From an optimization exercise on the open Yosys and OpenROAD flow, aimed at small area; shortcuts taken in it are not production practice. Where RTL was checked, it was by simulation tests only, not by an equivalence proof against the original. No activity file was given, so power comes from the tool's default toggle rates.

== run 1 ==
## data_mem_responder
module data_mem_responder #(
    parameter int ADDR_W      = 8,
    parameter int DATA_W      = 16,
    parameter int WAIT_STATES = 1
) (
    input  logic              clk,
    input  logic              rst_n,
    input  logic              mem_req,
    input  logic              mem_we,
    input  logic [ADDR_W-1:0] mem_addr,
    input  logic [DATA_W-1:0] mem_in,
    output logic [DATA_W-1:0] mem_out,
    output logic              mem_ready,
    input  logic              ld_clear,
    input  logic              ld_valid,
    input  logic [7:0]        ld_byte,
    output logic              ld_ready
);
    localparam int WADDR_W = ADDR_W - 1;
    localparam int WORDS   = 2**WADDR_W;
    localparam int HW      = DATA_W / 2;
    logic                rdw_q, wrw_q, rsp_q;
    logic                idle;
    logic [ADDR_W-1:0]   ld_ptr_q;
    logic [DATA_W-1:0]   mem_out_q;
    logic [7:0]          rd_lo_q, rd_lo_d;
    logic [15:0]         rd_hi_q, rd_hi_d;
    logic                bus_rd, bus_wr, ld_wr;
    logic [1:0]          wr_be;
    logic [WADDR_W-1:0]  wr_addr;
    logic [DATA_W-1:0]   wr_data;
    logic [WORDS-1:0][DATA_W-1:0] mem_q;
    logic [1:0][7:0]              wr_lo_n;
    logic [15:0]                  wr_hi_n;
    logic [WORDS-1:0][1:0]        wr_en;
    logic [WORDS-1:0]             rd_sel_n;
    logic [DATA_W-1:0][WORDS-1:0] rd_bits;
    logic [DATA_W-1:0]            rd_word;
    assign idle     = ~(rdw_q | wrw_q | rsp_q);
    assign ld_ready = idle & ~mem_req & ~ld_clear;
    assign bus_rd  = idle & mem_req & ~mem_we;
    assign bus_wr  = idle & mem_req & mem_we;
    assign ld_wr   = ld_ready & ld_valid;
    assign wr_be   = {bus_wr | (ld_wr & ld_ptr_q[0]), bus_wr | (ld_wr & ~ld_ptr_q[0])};
    assign wr_addr = mem_req ? mem_addr[ADDR_W-1:1] : ld_ptr_q[ADDR_W-1:1];
    assign wr_data = mem_req ? mem_in : {2{ld_byte}};
    always_ff @(posedge clk or negedge rst_n) begin
        if (!rst_n) begin
            rdw_q <= 1'b0;
  ...
Settings: LEC_CHECK=0, ABC_CLOCK_PERIOD_IN_PS=100000, CAP_MARGIN=5, CORE_MARGIN=2, CORE_UTILIZATION=60, CTS_BUF_LIST=sky130_fd_sc_hd__clkbuf_8, CTS_CLUSTER_DIAMETER=60, CTS_CLUSTER_SIZE=20, GPL_TIMING_DRIVEN=0, SLEW_MARGIN=5, SYNTH_HIERARCHICAL=1; clock period 4.0 ns.
run.sh (not shown) runs the stock make flow with config.mk's settings and CLKGATE_MAP_FILE= SYNTH_SCRIPT=/design/flow/synth_recipe.tcl, a recipe that flattens the netlist after the stock synthesis.
Although run 1 finished all stages, its layout failed final checks on negative setup slack.
> inputs changed (run 1 -> run 2)
Settings: SLEW_MARGIN changed from 5 to 20; CAP_MARGIN changed from 5 to 20; SETUP_SLACK_MARGIN newly set to 0.3.
--- outcome ---
- Run 2 did not stop at any stage, and its layout met the timing, DRC and antenna checks.
- Run 1 ended up with input port to flip-flop as its critical path class; run 2 ended up with flip-flop to flip-flop.
- A library cell contributing the largest single delay on the critical path of sky130_fd_sc_hd__nor2_1 is what run 1 shows, while sky130_fd_sc_hd__or4_1 belongs to run 2.
- Run 2 ended up with rd_lo_q[3] as its launching element of the worst setup path; run 1 ended up with mem_req.
- Taking run 1 as the reference, in run 2 first-pass GRT wire length shrank by 0.46%; delay contributed by the slowest stage of the critical path shrank by 0.42 ns; met1 track utilization from global routing shrank by 0.46 points; overall power consumption held steady; logic depth of the worst setup path including buffers grew by 2.
Here is what was changed in the inputs of run 3 compared with run 2.
Settings: SETUP_SLACK_MARGIN: 0.3 -> unset.
Notes after the runs:
The layout from run 3, despite a flow that completed every stage, fails the layout checks, with the failing checks listed as negative setup slack. Changes observed in run 3 relative to run 2: worst hold slack now sits lower, multi-input logic area lower, tightest slew margin relative to the limit increased by 2.4 points relative to the old numbers, detail-routed via count per cell shows no meaningful change. In the flow results for run 3 and run 2, the shortest clock period the worst path allows after layout is smaller on run 2. Run 3 -> run 2: internal portion of total power flat. Cell area of run 2 is on par with run 3. Run 3 against run 2: area added between synthesis and finish fell by 0.27 points, maximum clock frequency fell by 8.4%.

* * *

data_mem_responder, a different RTL version from the one above (not shown whole).
Size: about 6,500 cells after synthesis, ~2,100 flip-flops, about 56 I/O pins.
clock: 4.0 ns
lec_check: 0
abc_clock_period_in_ps: 100000
cap_margin: 20
core_margin: 2
core_utilization: 70
cts_buf_list: sky130_fd_sc_hd__clkbuf_8
cts_cluster_diameter: 50
cts_cluster_size: 16
gpl_timing_driven: 0
place_density: 0.8
setup_slack_margin: 0.15
slew_margin: 20
synth_hierarchical: 1
standard.sh (not shown) runs the stock make flow with config.mk's settings and CLKGATE_MAP_FILE= SYNTH_SCRIPT=/design/flow/synth_recipe.tcl, a recipe that flattens the netlist after the stock synthesis.
==> flow/flow/run.sh <==
#!/bin/bash
# Layout flow: the standard ORFS flow (standard.sh, its synthesis unchanged),
# with two changes:
#  - clock tree synthesis without dummy loads (clkbuf_8 leaves, clusters of
#    at most 18 sinks within 55 um);
#  - port buffers use the smallest buffer, buf_1.
# All of make's output goes to flow_make.log in this folder; ORFS writes each
# step's log under orfs/logs/.
set -euo pipefail
bash standard.sh \
  "CTS_ARGS=-sink_clustering_enable -repair_clock_nets -dont_use_dummy_load -buf_list sky130_fd_sc_hd__clkbuf_8 -sink_clustering_size 18 -sink_clustering_max_diameter 55" \
  "BUFFER_PORTS_ARGS=-buffer_cell sky130_fd_sc_hd__buf_1" \
  finish > flow_make.log 2>&1
Rerun with:
Settings changed: SETUP_SLACK_MARGIN 0.15 to 0.3.
What happened: Clock skew stays flat. Power is about the same. Sequential share of layout area is about the same. Cell area stays flat.
No run of this note included a check of the RTL's function; only the layout flow was run.

* * *

The RTL this note starts from:
==> flow/design.v <==
package mem_bus_pkg;
    localparam int WORD_BYTES = 2;
    localparam int WORDS      = 128;
endpackage
module data_mem_responder #(
    parameter int ADDR_W      = 8,
    parameter int DATA_W      = 16,
    parameter int WAIT_STATES = 1
) (
    input  logic              clk,
    input  logic              rst_n,
    input  logic              mem_req,
    input  logic              mem_we,
    input  logic [ADDR_W-1:0] mem_addr,
    input  logic [DATA_W-1:0] mem_in,
    output logic [DATA_W-1:0] mem_out,
    output logic              mem_ready,
    input  logic              ld_clear,
    input  logic              ld_valid,
    input  logic [7:0]        ld_byte,
    output logic              ld_ready
);
    localparam int WADDR_W = ADDR_W - 1;
    localparam int WORDS   = 2**WADDR_W;
    localparam int HW      = DATA_W / 2;
    logic                rdw_q, wrw_q, rsp_q;
    logic                idle;
    logic [ADDR_W-1:0]   ld_ptr_q;
    logic [DATA_W-1:0]   mem_out_q;
    logic [7:0]          rd_lo_q, rd_lo_d;
    logic [15:0]         rd_hi_q, rd_hi_d;
    logic                bus_rd, bus_wr, ld_wr;
    logic [1:0]          wr_be;
    logic [WADDR_W-1:0]  wr_addr;
    logic [DATA_W-1:0]   wr_data;
    logic [WORDS-1:0][DATA_W-1:0] mem_q;
    logic [1:0][7:0]              wr_lo_n;
    logic [15:0]                  wr_hi_n;
    logic [WORDS-1:0][1:0]        wr_en, wr_en_n;
    logic [WORDS-1:0][DATA_W-1:0] mem_d;
    logic [WORDS-1:0]             rd_sel_n;
    logic [DATA_W-1:0][WORDS-1:0] rd_bits;
    logic [DATA_W-1:0]            rd_word;
    assign idle     = ~(rdw_q | wrw_q | rsp_q);
    assign ld_ready = idle & ~mem_req & ~ld_clear;
    assign bus_rd  = idle & mem_req & ~mem_we;
    assign bus_wr  = idle & mem_req & mem_we;
    assign ld_wr   = ld_ready & ld_valid;
    assign wr_be   = {bus_wr | (ld_wr & ld_ptr_q[0]), bus_wr | (ld_wr & ~ld_ptr_q[0])};
    assign wr_addr = mem_req ? mem_addr[ADDR_W-1:1] : ld_ptr_q[ADDR_W-1:1];
    assign wr_data = mem_req ? mem_in : {2{ld_byte}};
    always_ff @(posedge clk or negedge rst_n) begin
        if (!rst_n) begin
            rdw_q <= 1'b0;
            wrw_q <= 1'b0;
            rsp_q <= 1'b0;
        end else begin
            rdw_q <= bus_rd;
            wrw_q <= bus_wr;
            rsp_q <= rdw_q | wrw_q;
        end
    end
    always_ff @(posedge clk or negedge rst_n) begin
        if (!rst_n) begin
            ld_ptr_q <= '0;
        end else if (ld_clear) begin
            ld_ptr_q <= '0;
        end else if (ld_wr) begin
            ld_ptr_q <= ld_ptr_q + 1'b1;
        end
    end
    dmr_dec3en u_rlo (.a(mem_addr[3:1]), .en(bus_rd), .y(rd_lo_d));
    dmr_dec4en u_rhi (.a(mem_addr[7:4]), .en(bus_rd), .y(rd_hi_d));
    always_ff @(posedge clk) begin
        rd_lo_q <= rd_lo_d;
        rd_hi_q <= rd_hi_d;
    end
    dmr_dec3en_n u_wlo0 (.a(wr_addr[2:0]), .en(wr_be[0]), .y_n(wr_lo_n[0]));
    dmr_dec3en_n u_wlo1 (.a(wr_addr[2:0]), .en(wr_be[1]), .y_n(wr_lo_n[1]));
    dmr_dec4n    u_whi  (.a(wr_addr[6:3]), .y_n(wr_hi_n));
    for (genvar w = 0; w < WORDS; w++) begin : g_word
        for (genvar l = 0; l < 2; l++) begin : g_lane
            dmr_nor2 u_we  (.a(wr_lo_n[l][w % 8]), .b(wr_hi_n[w / 8]), .y(wr_en[w][l]));
            dmr_inv  u_wen (.a(wr_en[w][l]), .y(wr_en_n[w][l]));
        end
    end
    for (genvar w = 0; w < WORDS; w++) begin : g_mem
        for (genvar b = 0; b < DATA_W; b++) begin : g_bit
            dmr_hold u_h (.we(wr_en[w][b / HW]), .we_n(wr_en_n[w][b / HW]), .wd(wr_data[b]),
                          .q(mem_q[w][b]), .d(mem_d[w][b]));
        end
    end
    always_ff @(posedge clk) mem_q <= mem_d;
    mem_word_ram #(.AW(WADDR_W)) u_rsel (.lo(rd_lo_q), .hi(rd_hi_q), .sel_n(rd_sel_n));
    for (genvar b = 0; b < DATA_W; b++) begin : g_rbit
        for (genvar w = 0; w < WORDS; w++) begin : g_w
            assign rd_bits[b][w] = mem_q[w][b];
        end
        dmr_rd_bit u_rd (.d(rd_bits[b]), .sel_n(rd_sel_n), .y(rd_word[b]));
    end
    always_ff @(posedge clk or negedge rst_n) begin
        if (!rst_n) begin
            mem_out_q <= '0;
        end else if (rdw_q) begin
            mem_out_q <= rd_word;
        end
    end
    assign mem_out   = mem_out_q;
    assign mem_ready = rsp_q;
endmodule
module mem_word_ram #(
    parameter int AW = 7
) (
    input  logic [7:0]       lo,
    input  logic [15:0]      hi,
    output logic [2**AW-1:0] sel_n
);
    for (genvar w = 0; w < 2**AW; w++) begin : g_sel
        dmr_nand2 u_s (.a(lo[w % 8]), .b(hi[w / 8]), .y(sel_n[w]));
    end
endmodule
module dmr_dec3en (
    input  logic [2:0] a,
    input  logic       en,
    output logic [7:0] y
);
    always_comb for (int i = 0; i < 8; i++) y[i] = en & (a == 3'(i));
endmodule
module dmr_dec4en (
    input  logic [3:0]  a,
    input  logic        en,
    output logic [15:0] y
);
    always_comb for (int i = 0; i < 16; i++) y[i] = en & (a == 4'(i));
endmodule
module dmr_dec3en_n (
    input  logic [2:0] a,
    input  logic       en,
    output logic [7:0] y_n
);
    always_comb for (int i = 0; i < 8; i++) y_n[i] = ~(en & (a == 3'(i)));
endmodule
module dmr_dec4n (
    input  logic [3:0]  a,
    output logic [15:0] y_n
);
    always_comb for (int i = 0; i < 16; i++) y_n[i] = ~(a == 4'(i));
endmodule
module dmr_rd_bit (
    input  logic [127:0] d,
    input  logic [127:0] sel_n,
    output logic         y
);
    logic [63:0] l1;
    logic [15:0] l2;
    logic [7:0]  l3;
    logic [1:0]  l4;
    for (genvar i = 0; i < 64; i++) begin : g_l1
        dmr_o22ai u (.a1(d[2*i]), .a2(sel_n[2*i]), .b1(d[2*i+1]), .b2(sel_n[2*i+1]), .y(l1[i]));
    end
    for (genvar i = 0; i < 16; i++) begin : g_l2
        dmr_or4 u (.a(l1[4*i +: 4]), .y(l2[i]));
    end
    for (genvar i = 0; i < 8; i++) begin : g_l3
        dmr_nor2 u (.a(l2[2*i]), .b(l2[2*i+1]), .y(l3[i]));
    end
    for (genvar i = 0; i < 2; i++) begin : g_l4
        dmr_nand4 u (.a(l3[4*i +: 4]), .y(l4[i]));
    end
    dmr_nor2 u_l5 (.a(l4[0]), .b(l4[1]), .y(y));
endmodule
module dmr_hold (
    input  logic we, we_n, wd, q,
    output logic d
);
    assign d = (we & wd) | (we_n & q);
endmodule
module dmr_inv (
    input  logic a,
    output logic y
);
    assign y = ~a;
endmodule
module dmr_o22ai (
    input  logic a1, a2, b1, b2,
    output logic y
);
    assign y = ~((a1 | a2) & (b1 | b2));
endmodule
module dmr_or4 (
    input  logic [3:0] a,
    output logic       y
);
    assign y = |a;
endmodule
module dmr_nand4 (
    input  logic [3:0] a,
    output logic       y
);
    assign y = ~&a;
endmodule
module dmr_nand2 (
    input  logic a, b,
    output logic y
);
    assign y = ~(a & b);
endmodule
module dmr_nor2 (
    input  logic a, b,
    output logic y
);
    assign y = ~(a | b);
endmodule
Settings: LEC_CHECK=0, ABC_CLOCK_PERIOD_IN_PS=100000, CAP_MARGIN=20, CORE_MARGIN=2, CORE_UTILIZATION=60, CTS_BUF_LIST=sky130_fd_sc_hd__clkbuf_8, CTS_CLUSTER_DIAMETER=50, CTS_CLUSTER_SIZE=16, GPL_TIMING_DRIVEN=0, SETUP_SLACK_MARGIN=0.5, SLEW_MARGIN=20, SYNTH_HIERARCHICAL=1; clock period 4.0 ns.
run.sh (not shown) runs the stock make flow with config.mk's settings and CLKGATE_MAP_FILE= SYNTH_SCRIPT=/design/flow/synth_recipe.tcl, a recipe that flattens the netlist after the stock synthesis.
Stock flow here: none of the scripts above is used.
Rerun with:
==> flow/flow/run.sh (new file) <==
#!/bin/bash
# Layout flow: the standard ORFS flow (standard.sh, its synthesis unchanged),
# with two changes:
#  - clock tree synthesis without dummy loads (clkbuf_8 leaves, clusters of
#    at most 18 sinks within 55 um);
#  - port buffers use the smallest buffer, buf_1.
# All of make's output goes to flow_make.log in this folder; ORFS writes each
# step's log under orfs/logs/.
set -euo pipefail
bash standard.sh \
  "CTS_ARGS=-sink_clustering_enable -repair_clock_nets -dont_use_dummy_load -buf_list sky130_fd_sc_hd__clkbuf_8 -sink_clustering_size 18 -sink_clustering_max_diameter 55" \
  "BUFFER_PORTS_ARGS=-buffer_cell sky130_fd_sc_hd__buf_1" \
  finish > flow_make.log 2>&1
==> flow/standard.sh (new file) <==
#!/bin/bash
# synth_recipe.tcl (not shown) runs the flow's synth.tcl, then flattens the netlist and writes it again
# the make line also repeats each setting of config.mk as NAME=value (left out here)
make -C /OpenROAD-flow-scripts/flow DESIGN_CONFIG=/design/flow/config.mk WORK_HOME=/design/flow/orfs CLKGATE_MAP_FILE= SYNTH_SCRIPT=/design/flow/synth_recipe.tcl "${@:-finish}"
Settings changed: CORE_UTILIZATION 60 to 70, PLACE_DENSITY from default to 0.8, SETUP_SLACK_MARGIN 0.5 to 0.3.
removed: flow/run.sh
=>
- cell area decreases by 3.5%
- wire length decreases by 3.2%
- synthesized area stays the same
- synthesized cell count is unchanged
- flip-flop and latch count does not change
- utilization increases by 8.3 points
Rerun with:
--- a/flow/flow/run.sh
+++ b/flow/flow/run.sh
@@ -5 +5 @@
-#    at most 18 sinks within 55 um);
+#    at most 20 sinks within 60 um);
@@ -11 +11 @@
-  "CTS_ARGS=-sink_clustering_enable -repair_clock_nets -dont_use_dummy_load -buf_list sky130_fd_sc_hd__clkbuf_8 -sink_clustering_size 18 -sink_clustering_max_diameter 55" \
+  "CTS_ARGS=-sink_clustering_enable -repair_clock_nets -dont_use_dummy_load -buf_list sky130_fd_sc_hd__clkbuf_8 -sink_clustering_size 20 -sink_clustering_max_diameter 60" \
What happened: Clock power fell by 2.9%. Cell area barely changes. Register-to-register slack improves by 30 ps. Global-route usage shrinks by 0.15 points. Non-clock buffer count is higher by 1. Worst setup slack is better by 34 ps. Power shrinks by 0.82%. Wire length barely changes. Cell count stays flat. Sequential share of layout area is about the same.
Rerun with:
--- a/flow/flow/run.sh
+++ b/flow/flow/run.sh
@@ -5 +5 @@
-#    at most 20 sinks within 60 um);
+#    at most 16 sinks within 50 um);
@@ -11 +11 @@
-  "CTS_ARGS=-sink_clustering_enable -repair_clock_nets -dont_use_dummy_load -buf_list sky130_fd_sc_hd__clkbuf_8 -sink_clustering_size 20 -sink_clustering_max_diameter 60" \
+  "CTS_ARGS=-sink_clustering_enable -repair_clock_nets -dont_use_dummy_load -buf_list sky130_fd_sc_hd__clkbuf_8 -sink_clustering_size 16 -sink_clustering_max_diameter 50" \
Settings changed: SETUP_SLACK_MARGIN 0.3 to 0.4.
The changed run ran to the end with no violations.
Synthesized cell count is unchanged.
Final area goes up by 0.64%.
Total power goes up by 2.3%.

-- re-timing with driven ports --
How much do the figures lean on ideal ports? The routed layouts below were timed once more, with nothing changed but the port constraints.
Step 1 sets driving cells, clkbuf_16 on the clock port and buf_2 on the other inputs (assumed; they add their load-dependent delay and slew).
Step 2, shift: input delay + t, output delay - t, t = (earliest + latest rising clock arrival at the registers) / 2. This alone moves slack from input paths to output paths.
a / b / c = ideal ports / drivers / drivers and shift; a / b = the first two.
run | t, ns | setup WS [ns] | worst register clock-pin slew, ns | worst data-port slew with drivers (ns) | cell pins on the clock port's net
run 1 | 0.983 | -0.216 / -0.177 / -1.160 | 0.12 / 0.12 | 0.14 | 1
run 2 | 0.976 | 0.170 / 0.170 / -0.736 | 0.12 / 0.12 | 0.14 | 1
run 3 | 0.980 | -0.182 / -0.128 / -1.109 | 0.12 / 0.12 | 0.15 | 1
the first run of note 2 | 0.953 | 0.044 / 0.044 / 0.044 | 0.12 / 0.12 | 0.17 | 1
the second run of note 2 | 0.949 | 0.084 / 0.084 / 0.084 | 0.12 / 0.12 | 0.18 | 1
the first run of note 3 | 1.010 | 0.316 / 0.329 / -0.681 | 0.11 / 0.11 | 0.18 | 1
the second run of note 3 | 0.969 | 0.251 / 0.246 / -0.723 | 0.11 / 0.11 | 0.18 | 1
the third run of note 3 | 0.947 | 0.285 / 0.285 / -0.571 | 0.12 / 0.12 | 0.18 | 1
the fourth run of note 3 | 0.959 | 0.290 / 0.290 / -0.658 | 0.11 / 0.11 | 0.18 | 1
Met with ideal ports but missed after step 2: setup timing in 5 of these runs. The setup slack of the first run of note 3, which loses most, moves by +0.013 ns with the drivers and by -0.997 ns with both steps.
